This design comes from an exercise in tuning for small area and a short achievable clock period on the open sky130 flow, not from production work. In this exercise RTL edits were held to simulation tests only and were not proved equivalent to the original. Power is estimated from default activity; no workload was simulated.

## fpga_host
module fpga_host #(
  parameter int MMIO_ELS       = 16,
  parameter int NBF_MAX_WRITES = 4
) (
  input  wire                                   clk,
  input  wire                                   reset,
  input  wire                                   psel_i,
  input  wire                                   penable_i,
  input  wire                                   pwrite_i,
  input  wire [fpga_host_pkg::CSR_ADDR_W-1:0]   paddr_i,
  input  wire fpga_host_pkg::word_t             pwdata_i,
  output fpga_host_pkg::word_t                  prdata_o,
  output logic                                  pready_o,
  output logic                                  pslverr_o,
  output logic                                  wr_valid_o,
  input  wire                                   wr_ready_i,
  output logic [fpga_host_pkg::NBF_ADDR_W-1:0]  wr_addr_o,
  output logic [fpga_host_pkg::NBF_DATA_W-1:0]  wr_data_o,
  output logic [1:0]                            wr_size_o,
  input  wire                                   wr_done_i,
  output logic                                  bp_in_valid_o,
  input  wire                                   bp_in_ready_i,
  output fpga_host_pkg::word_t                  bp_in_data_o,
  input  wire                                   bp_out_valid_i,
  output logic                                  bp_out_ready_o,
  input  wire fpga_host_pkg::word_t             bp_out_data_i
);
export LEC_CHECK = 0
export ABC_CLOCK_PERIOD_IN_PS = 2000
export CAP_MARGIN = 20
export CORE_MARGIN = 2
export CORE_UTILIZATION = 65
export CTS_CLUSTER_DIAMETER = 80
export CTS_CLUSTER_SIZE = 24
export SETUP_SLACK_MARGIN = 2.2
export SLEW_MARGIN = 20
create_clock -name core_clock -period 4.2 [get_ports {clk}]
standard.sh (not shown) runs the stock make flow with config.mk's settings and CLKGATE_MAP_FILE= SYNTH_SCRIPT=/design/flow/synth_recipe.tcl, a recipe that flattens the netlist after the stock synthesis.
==> flow/flow/run.sh <==
#!/bin/bash
# The standard layout (the standard.sh, standard synthesis unchanged) with two changes:
# - the resizer may pick any cell size, not only same-footprint ones;
# - before detailed placement, each output port's buffer is put next to its pin and the
#   register feeding it right behind the buffer (flow/pull_out_regs.tcl).
set -euo pipefail
export PRE_DETAIL_PLACE_TCL="$PWD/flow/pull_out_regs.tcl"
bash standard.sh MATCH_CELL_FOOTPRINT=0 PRE_DETAIL_PLACE_TCL="$PWD/flow/pull_out_regs.tcl" finish > standard_flow.log 2>&1
==> flow/flow/pull_out_regs.tcl <==
# Before detailed placement: put each output port's buffer next to its pin, and the
# flip-flop that feeds that buffer right behind it, so the register-to-port wire is short.
# Detailed placement then legalizes the moved cells.
set block [ord::get_db_block]
set core [$block getCoreArea]
set cx0 [$core xMin]; set cy0 [$core yMin]; set cx1 [$core xMax]; set cy1 [$core yMax]
set step 4000
set moved 0
proc clampv {v lo hi} { expr {$v < $lo ? $lo : ($v > $hi ? $hi : $v)} }
foreach bt [$block getBTerms] {
  if {[$bt getIoType] ne "OUTPUT"} continue
  set net [$bt getNet]
  if {$net eq "NULL"} continue
  set buf ""
  foreach it [$net getITerms] { if {[$it isOutputSignal]} { set buf [$it getInst] } }
  if {$buf eq ""} continue
  set flop ""
  foreach it [$buf getITerms] {
    if {![$it isInputSignal]} continue
    set n2 [$it getNet]
    if {$n2 eq "NULL"} continue
    foreach it2 [$n2 getITerms] {
      if {[$it2 isOutputSignal]} {
        set c [$it2 getInst]
        if {[string match "*__*df*" [[$c getMaster] getName]]} { set flop $c }
      }
    }
  }
  set bb [$bt getBBox]
  set px [expr {([$bb xMin] + [$bb xMax]) / 2}]
  set py [expr {([$bb yMin] + [$bb yMax]) / 2}]
  # inward direction from the nearest die edge
  set dx 0; set dy 0
  set dl [expr {$px - $cx0}]; set dr [expr {$cx1 - $px}]
  set db [expr {$py - $cy0}]; set dt [expr {$cy1 - $py}]
  set m [expr {min($dl, $dr, $db, $dt)}]
  if {$m == $dl} { set dx 1 } elseif {$m == $dr} { set dx -1 } elseif {$m == $db} { set dy 1 } else { set dy -1 }
  set bx [clampv $px $cx0 [expr {$cx1 - 10000}]]
  set by [clampv $py $cy0 [expr {$cy1 - 3000}]]
  $buf setLocation [expr {$bx + $dx * $step}] [expr {$by + $dy * $step}]
  if {$flop ne ""} {
    $flop setLocation [expr {$bx + $dx * 3 * $step}] [expr {$by + $dy * 3 * $step}]
    incr moved
  }
}
puts "pull_out_regs: moved $moved output registers next to their port buffers"
Edit:
- ABC_CLOCK_PERIOD_IN_PS: 2000 -> 2200
- SETUP_SLACK_MARGIN: 2.2 -> 1.95
=>
- The new run went through all stages and came out clean
- sequential power barely changes
- worst setup slack degrades by 0.0080 ns
- core utilization falls by 2.3 points
- design area falls by 3.2%
- synthesized cell count is unchanged
- non-clock buffer count falls by 174
- total power falls by 2.2%
- routed wire length falls by 4.3%
- die area stays the same
Edit:
- ABC_CLOCK_PERIOD_IN_PS: 2200 -> 2100
- CORE_UTILIZATION: 65 -> 72
- SETUP_SLACK_MARGIN: 1.95 -> 2.05
After rerunning: Power is about the same. Via count grows by 0.89%. Design area hardly moves. Global-route usage grows by 3.3 points. Sequential share of layout area stays flat. Setup slack degrades by 0.0062 ns. Hold slack degrades by 0.010 ns. Synthesized cell count does not change. Count of clock-buffer cells in the layout shrinks by 7. Fmax is about the same.
Edit:
- CORE_UTILIZATION: 72 -> 65
After rerunning:
- total power is about the same
- wire length is higher by 2.2%
- global-route usage drops by 3.1 points
- setup slack barely changes
- synthesized cell count does not change
- worst hold slack gets better by 0.024 ns
- combinational power is about the same
- cell area rises by 0.34%
- maximum frequency hardly moves
- flip-flop and latch count does not change
- non-clock buffer count came out higher by 8

-- afterwards: timing with drivers on the ports --
The flow's constraints put no driver on any port. The routed layouts listed below were extracted and timed again, unchanged, in two steps.
Step 1 sets driving cells, clkbuf_16 on the clock port and buf_2 on the other inputs (assumed; they add their load-dependent delay and slew).
Step 2 times the ports against the registers' clock, not the clock port: input delays grow and output delays shrink by t, the midpoint of the rising clock arrivals with the driver on.
a / b / c = ideal ports / drivers / drivers and shift; a / b = the first two.
run | shift t [ns] | setup WS [ns] | hold WS [ns]
the first run | 0.954 | 1.911 / 1.814 / 1.185 | 0.177 / 0.121 / 0.483
the second run | 0.950 | 1.903 / 1.820 / 1.010 | 0.176 / 0.132 / 0.480
the third run | 0.945 | 1.897 / 1.812 / 1.124 | 0.165 / 0.132 / 0.486
the fourth run | 0.946 | 1.899 / 1.805 / 1.156 | 0.189 / 0.146 / 0.486
After both steps every run listed still meets setup and hold. The setup slack of the second run, which loses most, moves by -0.083 ns with the drivers and by -0.893 ns with both steps.
